Context: an optimization exercise on an open-source flow, tuned for small area and a short achievable clock period. The choices shown serve that exercise and are no tape-out recipe.
RTL that was checked went through simulation tests only; none was proved equivalent to the original.
Power figures rest on the tool's default switching activity, not on a simulated workload.

==> flow/design.v <==
module gs_aoi222 (
    input  logic a0, b0, a1, b1, a2, b2,
    output logic y
);
    assign y = ~((a0 & b0) | (a1 & b1) | (a2 & b2));
endmodule
module gs_nand4 (
    input  logic a, b, c, d,
    output logic y
);
    assign y = ~(a & b & c & d);
endmodule
module gs_nor2 (
    input  logic a, b,
    output logic y
);
    assign y = ~(a | b);
endmodule
module gs_read_part (
    input  logic [191:0] sel,
    input  logic [191:0] d,
    output logic [7:0]   part_n
);
    logic [63:0] l1;
    logic [15:0] l2;
    for (genvar i = 0; i < 64; i++) begin : g_l1
        gs_aoi222 u (.a0(sel[3*i]), .b0(d[3*i]), .a1(sel[3*i+1]), .b1(d[3*i+1]),
                     .a2(sel[3*i+2]), .b2(d[3*i+2]), .y(l1[i]));
    end
    for (genvar i = 0; i < 16; i++) begin : g_l2
        gs_nand4 u (.a(l1[4*i]), .b(l1[4*i+1]), .c(l1[4*i+2]), .d(l1[4*i+3]), .y(l2[i]));
    end
    for (genvar i = 0; i < 8; i++) begin : g_l3
        gs_nor2 u (.a(l2[2*i]), .b(l2[2*i+1]), .y(part_n[i]));
    end
endmodule
module gs_rd_sel_next #(
    parameter int Words = 96
) (
    input  logic               load,       
    input  logic               step,       
    input  logic               new_bank,   
    input  logic [2*Words-1:0] sel_q,
    output logic [2*Words-1:0] sel_d
);
    always_comb begin
        for (int i = 0; i < 2 * Words; i++) begin
            if (load)      sel_d[i] = (i == 2 * (Words - 4) + int'(new_bank));
            else if (step) sel_d[i] = (i + 2 < 2 * Words) ? sel_q[i+2] : 1'b0;
            else           sel_d[i] = sel_q[i];
        end
    end
endmodule
module gs_rd_pipe_next (
    input  logic             pop,
    input  logic             pulse,      
    input  logic [15:0]      w94,        
    input  logic [15:0]      w93,        
    input  logic [8*16-1:0]  tree_n,     
    input  logic [8*16-1:0]  part_q,
    input  logic [15:0]      nxt_q,
    output logic [8*16-1:0]  part_d,
    output logic [15:0]      nxt_d
);
    logic [15:0] part_word;
    always_comb begin
        for (int j = 0; j < 16; j++) part_word[j] = ~&part_q[8*j +: 8];
        for (int j = 0; j < 16; j++) begin
            for (int k = 0; k < 8; k++) begin
                if (pop)        part_d[8*j+k] = tree_n[8*j+k];
                else if (pulse) part_d[8*j+k] = (k == 0) ? ~w93[j] : 1'b1;
                else            part_d[8*j+k] = part_q[8*j+k];
            end
        end
        if (pulse)    nxt_d = pop ? w93 : w94;
        else if (pop) nxt_d = part_word;
        else          nxt_d = nxt_q;
    end
endmodule
module tlc5955_gs_buffer #(
    parameter int DaisyChain = 2,
    parameter int AddrWidth  = 7
) (
    input  logic                 clk,
    input  logic                 reset,
    input  logic                 wr_en,
    input  logic [AddrWidth-1:0] wr_addr,
    input  logic [15:0]          wr_data,
    input  logic                 swap,
    output logic                 swap_pending,
    output logic                 front_bank,
    output logic                 spi_transfer,
    input  logic                 spi_busy,
    input  logic                 next_data,
    output logic [15:0]          data_out,
    output logic                 underrun
);
    localparam int Words  = 48 * DaisyChain;    
    typedef enum logic [1:0] {IDLE, ARM, STREAM} state_t;
    state_t      state_q;
    state_t      state_d;
    logic        start;
    logic        active;
    logic        drained;
    logic        pop;
    logic        last_pop;
    logic        at_zero;            
    logic        at_one;             
    logic        at_two;             
    logic        pulse;              
    logic        step;               
    logic        pop_en_q;
    logic        step_en_q;
    logic        drained_d;
    logic        at_zero_d;
    logic        at_one_d;
    logic        at_two_d;
    logic        fb_int;             
    logic [15:0] ram [2][Words];
    logic [15:0] wr_grp;
    logic [7:0]  wr_sub [2];
    logic [2*Words-1:0] rd_sel_q;    
    logic [2*Words-1:0] rd_sel_d;
    logic [8*16-1:0]    tree_n;      
    logic [8*16-1:0]    part_q;      
    logic [8*16-1:0]    part_d;
    logic [15:0]        nxt_q;       
    logic [15:0]        nxt_d;
    logic [15:0]        w95, w94, w93;
    always_comb begin
        state_d = state_q;
        start   = 1'b0;
        unique case (state_q)
            IDLE: begin
                if (swap_pending || swap) begin
                    start   = 1'b1;
                    state_d = ARM;
                end
            end
            ARM: begin
                if (spi_busy) state_d = STREAM;
            end
            STREAM: begin
                if (!spi_busy) state_d = IDLE;
            end
            default: state_d = IDLE;
        endcase
    end
    always_comb begin
        active   = (state_q != IDLE);
        pop      = next_data && pop_en_q;
        step     = next_data && step_en_q;
        last_pop = pop && at_zero;
        w95 = fb_int ? ram[1][Words-1] : ram[0][Words-1];
        w94 = fb_int ? ram[1][Words-2] : ram[0][Words-2];
        w93 = fb_int ? ram[1][Words-3] : ram[0][Words-3];
    end
    always_comb begin
        for (int g = 0; g < 16; g++) wr_grp[g] = wr_en && (wr_addr[6:3] == 4'(g));
        for (int s = 0; s < 8; s++) begin
            wr_sub[0][s] = fb_int && (wr_addr[2:0] == 3'(s));
            wr_sub[1][s] = !fb_int && (wr_addr[2:0] == 3'(s));
        end
    end
    for (genvar b = 0; b < 2; b++) begin : g_bank
        for (genvar w = 0; w < Words; w++) begin : g_word
            always_ff @(posedge clk) begin
                if (wr_grp[w/8] && wr_sub[b][w%8]) ram[b][w] <= wr_data;
            end
        end
    end
    for (genvar j = 0; j < 16; j++) begin : g_rd
        logic [2*Words-1:0] d;
        for (genvar w = 0; w < Words; w++) begin : g_w
            assign d[2*w]   = ram[0][w][j];
            assign d[2*w+1] = ram[1][w][j];
        end
        gs_read_part u_part (.sel(rd_sel_q), .d(d), .part_n(tree_n[8*j +: 8]));
    end
    gs_rd_sel_next #(.Words(Words)) u_sel_next (
        .load(start), .step(step), .new_bank(!fb_int),
        .sel_q(rd_sel_q), .sel_d(rd_sel_d)
    );
    gs_rd_pipe_next u_pipe_next (
        .pop(pop), .pulse(pulse), .w94(w94), .w93(w93), .tree_n(tree_n),
        .part_q(part_q), .nxt_q(nxt_q), .part_d(part_d), .nxt_d(nxt_d)
    );
    always_ff @(posedge clk) begin
        rd_sel_q <= rd_sel_d;
        part_q   <= part_d;
        nxt_q    <= nxt_d;
        pulse    <= start;
    end
    always_comb begin
        drained_d = drained;
        at_two_d  = at_two;
        at_one_d  = at_one;
        at_zero_d = at_zero;
        if (start) begin
            drained_d = 1'b0;
            at_two_d  = 1'b0;
            at_one_d  = 1'b0;
            at_zero_d = 1'b0;
        end else if (last_pop) begin
            drained_d = 1'b1;
        end else if (step) begin
            at_two_d  = rd_sel_q[0] || rd_sel_q[1];
            at_one_d  = at_two;
            at_zero_d = at_one;
        end
    end
    always_ff @(posedge clk) begin
        if (reset) begin
            drained   <= 1'b0;
            at_two    <= 1'b0;
            at_one    <= 1'b0;
            at_zero   <= 1'b0;
            pop_en_q  <= 1'b0;
            step_en_q <= 1'b0;
        end else begin
            drained   <= drained_d;
            at_two    <= at_two_d;
            at_one    <= at_one_d;
            at_zero   <= at_zero_d;
            pop_en_q  <= (state_d != IDLE) && !drained_d;
            step_en_q <= (state_d != IDLE) && !drained_d && !at_zero_d;
        end
    end
    always_ff @(posedge clk) begin
        if (reset) begin
            state_q      <= IDLE;
            front_bank   <= 1'b0;
            fb_int       <= 1'b0;
            swap_pending <= 1'b0;
            spi_transfer <= 1'b0;
            underrun     <= 1'b0;
            data_out     <= '0;
        end else begin
            state_q      <= state_d;
            spi_transfer <= start;
            if (start) begin
                front_bank   <= ~front_bank;
                fb_int       <= ~fb_int;
                swap_pending <= 1'b0;
            end else if (swap) begin
                swap_pending <= 1'b1;
            end
            if (next_data && (!active || drained)) underrun <= 1'b1;
            if (!active || drained || last_pop) data_out <= '0;
            else if (pulse)                     data_out <= pop ? w94 : w95;
            else if (pop)                       data_out <= nxt_q;
        end
    end
endmodule
clock: 5.2 ns
lec_check: 0
cap_margin: 20
core_margin: 2
core_utilization: 55
cts_cluster_diameter: 80
cts_cluster_size: 24
setup_slack_margin: 2.9
slew_margin: 20
synth_hierarchical: 1
synth_minimum_keep_size: 0
run.sh (not shown) runs the stock make flow with config.mk's settings and CLKGATE_MAP_FILE= SYNTH_SCRIPT=/design/flow/synth_recipe.tcl, a recipe that flattens the netlist after the stock synthesis.
Edit:
--- a/flow/design.v
+++ b/flow/design.v
@@ -13,44 +13,50 @@
 module gs_nor2 (
     input  logic a, b,
     output logic y
 );
     assign y = ~(a | b);
 endmodule
+module gs_oai21 (
+    input  logic a, b, c,
+    output logic y
+);
+    assign y = ~((a | b) & c);
+endmodule
 module gs_read_part (
-    input  logic [191:0] sel,
-    input  logic [191:0] d,
+    input  logic [95:0]  sel,        
+    input  logic [1:0]   bank,       
+    input  logic [191:0] d,          
     output logic [7:0]   part_n
 );
     logic [63:0] l1;
     logic [15:0] l2;
     for (genvar i = 0; i < 64; i++) begin : g_l1
-        gs_aoi222 u (.a0(sel[3*i]), .b0(d[3*i]), .a1(sel[3*i+1]), .b1(d[3*i+1]),
-                     .a2(sel[3*i+2]), .b2(d[3*i+2]), .y(l1[i]));
+        gs_aoi222 u (.a0(sel[(3*i) % 96]), .b0(d[3*i]), .a1(sel[(3*i+1) % 96]), .b1(d[3*i+1]),
+                     .a2(sel[(3*i+2) % 96]), .b2(d[3*i+2]), .y(l1[i]));
     end
     for (genvar i = 0; i < 16; i++) begin : g_l2
         gs_nand4 u (.a(l1[4*i]), .b(l1[4*i+1]), .c(l1[4*i+2]), .d(l1[4*i+3]), .y(l2[i]));
     end
     for (genvar i = 0; i < 8; i++) begin : g_l3
-        gs_nor2 u (.a(l2[2*i]), .b(l2[2*i+1]), .y(part_n[i]));
+        gs_oai21 u (.a(l2[2*i]), .b(l2[2*i+1]), .c(bank[i/4]), .y(part_n[i]));
     end
 endmodule
 module gs_rd_sel_next #(
     parameter int Words = 96
 ) (
-    input  logic               load,       
-    input  logic               step,       
-    input  logic               new_bank,   
-    input  logic [2*Words-1:0] sel_q,
-    output logic [2*Words-1:0] sel_d
-);
-    always_comb begin
-        for (int i = 0; i < 2 * Words; i++) begin
-            if (load)      sel_d[i] = (i == 2 * (Words - 4) + int'(new_bank));
-            else if (step) sel_d[i] = (i + 2 < 2 * Words) ? sel_q[i+2] : 1'b0;
-            else           sel_d[i] = sel_q[i];
+    input  logic             load,       
+    input  logic             step,       
+    input  logic             hold,       
+    input  logic [Words-1:0] sel_q,
+    output logic [Words-1:0] sel_d
+);
+    always_comb begin
+        for (int i = 0; i < Words; i++) begin
+            sel_d[i] = (step && i + 1 < Words && sel_q[(i + 1) % Words]) || (hold && sel_q[i])
+                       || (load && i == Words - 4);
         end
     end
 endmodule
 module gs_rd_pipe_next (
     input  logic             pop,
     input  logic             pulse,      
@@ -116,14 +122,15 @@
     logic        at_one_d;
     logic        at_two_d;
     logic        fb_int;             
     logic [15:0] ram [2][Words];
     logic [15:0] wr_grp;
     logic [7:0]  wr_sub [2];
-    logic [2*Words-1:0] rd_sel_q;    
-    logic [2*Words-1:0] rd_sel_d;
+    logic [Words-1:0]   rd_sel_q;    
+    logic [Words-1:0]   rd_sel_d;
+    logic [1:0]         rd_bank;
     logic [8*16-1:0]    tree_n;      
     logic [8*16-1:0]    part_q;      
     logic [8*16-1:0]    part_d;
     logic [15:0]        nxt_q;       
     logic [15:0]        nxt_d;
     logic [15:0]        w95, w94, w93;
@@ -166,22 +173,23 @@
         for (genvar w = 0; w < Words; w++) begin : g_word
             always_ff @(posedge clk) begin
                 if (wr_grp[w/8] && wr_sub[b][w%8]) ram[b][w] <= wr_data;
             end
         end
     end
+    assign rd_bank = {fb_int, !fb_int};
     for (genvar j = 0; j < 16; j++) begin : g_rd
         logic [2*Words-1:0] d;
         for (genvar w = 0; w < Words; w++) begin : g_w
-            assign d[2*w]   = ram[0][w][j];
-            assign d[2*w+1] = ram[1][w][j];
-        end
-        gs_read_part u_part (.sel(rd_sel_q), .d(d), .part_n(tree_n[8*j +: 8]));
+            assign d[w]         = ram[0][w][j];
+            assign d[Words + w] = ram[1][w][j];
+        end
+        gs_read_part u_part (.sel(rd_sel_q), .bank(rd_bank), .d(d), .part_n(tree_n[8*j +: 8]));
     end
     gs_rd_sel_next #(.Words(Words)) u_sel_next (
-        .load(start), .step(step), .new_bank(!fb_int),
+        .load(start), .step(step), .hold(!start && !step),
         .sel_q(rd_sel_q), .sel_d(rd_sel_d)
     );
     gs_rd_pipe_next u_pipe_next (
         .pop(pop), .pulse(pulse), .w94(w94), .w93(w93), .tree_n(tree_n),
         .part_q(part_q), .nxt_q(nxt_q), .part_d(part_d), .nxt_d(nxt_d)
     );
@@ -201,13 +209,13 @@
             at_two_d  = 1'b0;
             at_one_d  = 1'b0;
             at_zero_d = 1'b0;
         end else if (last_pop) begin
             drained_d = 1'b1;
         end else if (step) begin
-            at_two_d  = rd_sel_q[0] || rd_sel_q[1];
+            at_two_d  = rd_sel_q[0];
             at_one_d  = at_two;
             at_zero_d = at_one;
         end
     end
     always_ff @(posedge clk) begin
         if (reset) begin
Cell count decreases by 3.6%.
Final area decreases by 2.1%.
Sequential power decreases by about 3%.
Worst setup slack improved by 0.027 ns.
Routed wire length decreases by about 3.6%.
Fmax increases by 1.1%.
Power decreases by 1.8%.
Via count decreases by about 3%.

## run A
tlc5955_gs_buffer, a different RTL version from the one above (not shown whole).
For scale: ~5,600 cells after synthesis, about 120,000 um2 of cells after synthesis.
==> module tlc5955_gs_buffer, before the edit <==
module tlc5955_gs_buffer #(
    parameter int DaisyChain = 2,
    parameter int AddrWidth  = 7
) (
    input  logic                 clk,
    input  logic                 reset,
    input  logic                 wr_en,
    input  logic [AddrWidth-1:0] wr_addr,
    input  logic [15:0]          wr_data,
    input  logic                 swap,
    output logic                 swap_pending,
    output logic                 front_bank,
    output logic                 spi_transfer,
    input  logic                 spi_busy,
    input  logic                 next_data,
    output logic [15:0]          data_out,
    output logic                 underrun
);
    localparam int Words = 48 * DaisyChain;
    localparam logic [AddrWidth-1:0] LastAddr = AddrWidth'(Words - 1);
    typedef enum logic [1:0] {IDLE, ARM, STREAM} state_t;
    state_t               state_q;
    state_t               state_d;
    logic                 start;
    logic                 active;
    logic                 drained;
    logic                 pop;
    logic                 last_pop;
    logic                 at_zero;     
    logic [AddrWidth-1:0] nxt_addr;    
    logic [15:0]          ram [2][Words];
    logic [15:0]          nxt_word;
    logic [15:0]          top_word;
    always_comb begin
        state_d = state_q;
        start   = 1'b0;
        unique case (state_q)
            IDLE: begin
                if (swap_pending || swap) begin
                    start   = 1'b1;
                    state_d = ARM;
                end
            end
            ARM: begin
                if (spi_busy) state_d = STREAM;
            end
            STREAM: begin
                if (!spi_busy) state_d = IDLE;
            end
            default: state_d = IDLE;
        endcase
    end
    always_comb begin
        active   = (state_q != IDLE);
        pop      = next_data && active && !drained;
        last_pop = pop && at_zero;
        nxt_word = ram[front_bank][nxt_addr];
        top_word = ram[front_bank][LastAddr];
    end
    always_ff @(posedge clk) begin
        if (wr_en && (wr_addr <= LastAddr)) begin
            ram[!front_bank][wr_addr] <= wr_data;
        end
    end
    always_ff @(posedge clk) begin
        if (reset) begin
            state_q      <= IDLE;
            front_bank   <= 1'b0;
            swap_pending <= 1'b0;
            spi_transfer <= 1'b0;
            underrun     <= 1'b0;
            nxt_addr     <= LastAddr - 1'b1;
            at_zero      <= 1'b0;
            drained      <= 1'b0;
            data_out     <= '0;
        end else begin
            state_q      <= state_d;
            spi_transfer <= start;
            if (start) begin
                front_bank   <= ~front_bank;
                swap_pending <= 1'b0;
                nxt_addr     <= LastAddr - 1'b1;
                at_zero      <= 1'b0;
                drained      <= 1'b0;
            end else begin
                if (swap) swap_pending <= 1'b1;
                if (pop) begin
                    if (at_zero) drained <= 1'b1;
                    else begin
                        nxt_addr <= nxt_addr - 1'b1;
                        at_zero  <= (nxt_addr == '0);
                    end
                end
            end
            if (next_data && (!active || drained)) underrun <= 1'b1;
            if (!active || drained || last_pop) data_out <= '0;
            else if (pop)                       data_out <= nxt_word;
            else if (spi_transfer)              data_out <= top_word;
        end
    end
endmodule
Settings: LEC_CHECK=0, CAP_MARGIN=20, CORE_MARGIN=2, CORE_UTILIZATION=40, SETUP_SLACK_MARGIN=0.25, SLEW_MARGIN=20; clock period 5.2 ns.
Run A reached the final stage; the timing, DRC and antenna checks on its layout passed.
Inputs modified between run A and run X:
--- a/flow/design.v
+++ b/flow/design.v
@@ -27,9 +27,7 @@
     logic                 pop;
     logic                 last_pop;
-    logic                 at_zero;     
-    logic [AddrWidth-1:0] nxt_addr;    
+    logic [AddrWidth-1:0] rd_ptr;
+    logic [AddrWidth-1:0] rd_addr;
     logic [15:0]          ram [2][Words];
-    logic [15:0]          nxt_word;
-    logic [15:0]          top_word;
     always_comb begin
         state_d = state_q;
@@ -54,7 +52,7 @@
         active   = (state_q != IDLE);
         pop      = next_data && active && !drained;
-        last_pop = pop && at_zero;
-        nxt_word = ram[front_bank][nxt_addr];
-        top_word = ram[front_bank][LastAddr];
+        last_pop = pop && (rd_ptr == '0);
+        rd_addr  = rd_ptr;
+        if (pop && !last_pop) rd_addr = rd_ptr - 1'b1;
     end
     always_ff @(posedge clk) begin
@@ -70,6 +68,5 @@
             spi_transfer <= 1'b0;
             underrun     <= 1'b0;
-            nxt_addr     <= LastAddr - 1'b1;
-            at_zero      <= 1'b0;
+            rd_ptr       <= LastAddr;
             drained      <= 1'b0;
             data_out     <= '0;
@@ -80,21 +77,16 @@
                 front_bank   <= ~front_bank;
                 swap_pending <= 1'b0;
-                nxt_addr     <= LastAddr - 1'b1;
-                at_zero      <= 1'b0;
+                rd_ptr       <= LastAddr;
                 drained      <= 1'b0;
             end else begin
                 if (swap) swap_pending <= 1'b1;
                 if (pop) begin
-                    if (at_zero) drained <= 1'b1;
-                    else begin
-                        nxt_addr <= nxt_addr - 1'b1;
-                        at_zero  <= (nxt_addr == '0);
-                    end
+                    if (last_pop) drained <= 1'b1;
+                    else          rd_ptr  <= rd_ptr - 1'b1;
                 end
             end
             if (next_data && (!active || drained)) underrun <= 1'b1;
             if (!active || drained || last_pop) data_out <= '0;
-            else if (pop)                       data_out <= nxt_word;
-            else if (spi_transfer)              data_out <= top_word;
+            else                                data_out <= ram[front_bank][rd_addr];
         end
     end
Notes after the runs:
Run X closes out successfully: all stages finished, all timing, DRC and antenna checks passed. Relative to run A, layout buffer count excluding clock buffers has increased by 458 in run X. For cell count after placement, dividing the value from run A by the value from run X gives 0.80. On sequential cell count, run A tracks run X almost exactly. Depth of the critical timing path with buffers and inverters included: run X vs run A up 5. The final reports for run X and run A show switching power higher in the former. Run X packs its core more tightly than run A. Est. power | run X vs run A | run X higher. [run X] HPWL reported at the end of detailed placement rose about 16% relative to run A. Wire length of the first global-routing pass: run X vs run A up about 16%.
No functional check of the RTL was part of run A.

what the ideal ports hide:
The flow's constraints put no driver on any port. The routed layouts listed below were extracted and timed again, unchanged, in two steps.
Step 1: set_driving_cell puts a clkbuf_16 on clk and a buf_2 on each other input, an assumption about the parent block.
Step 2 also shifts input and output timing later by t, the mid clock arrival at the registers, as if the neighbouring blocks saw the same clock.
Slacks: ideal ports / drivers / drivers and shift; pairs: ideal ports / drivers.
| run | t, ns | slack for setup (ns) | hold slack, ns | clock arrival spread, ns | pins driven straight from the clock port |
|---|---|---|---|---|---|
| the first run of note 1 | 0.954 | 2.752 / 2.648 / 1.863 | 0.464 / 0.464 / 0.464 | 0.043 / 0.042 | 1 |
| the second run of note 1 | 0.929 | 2.779 / 2.693 / 1.881 | 0.442 / 0.392 / 0.464 | 0.048 / 0.048 | 1 |
| run A | 0.953 | 0.639 / 0.639 / 0.639 | 0.506 / 0.506 / 0.506 | 0.080 / 0.080 | 1 |
| run X | 0.983 | 0.261 / 0.261 / -0.469 | 0.492 / 0.492 / 0.492 | 0.072 / 0.072 | 1 |
Met with ideal ports but missed after step 2: setup timing in run X. The setup slack of the second run of note 1, which loses most, moves by -0.086 ns with the drivers and by -0.898 ns with both steps.
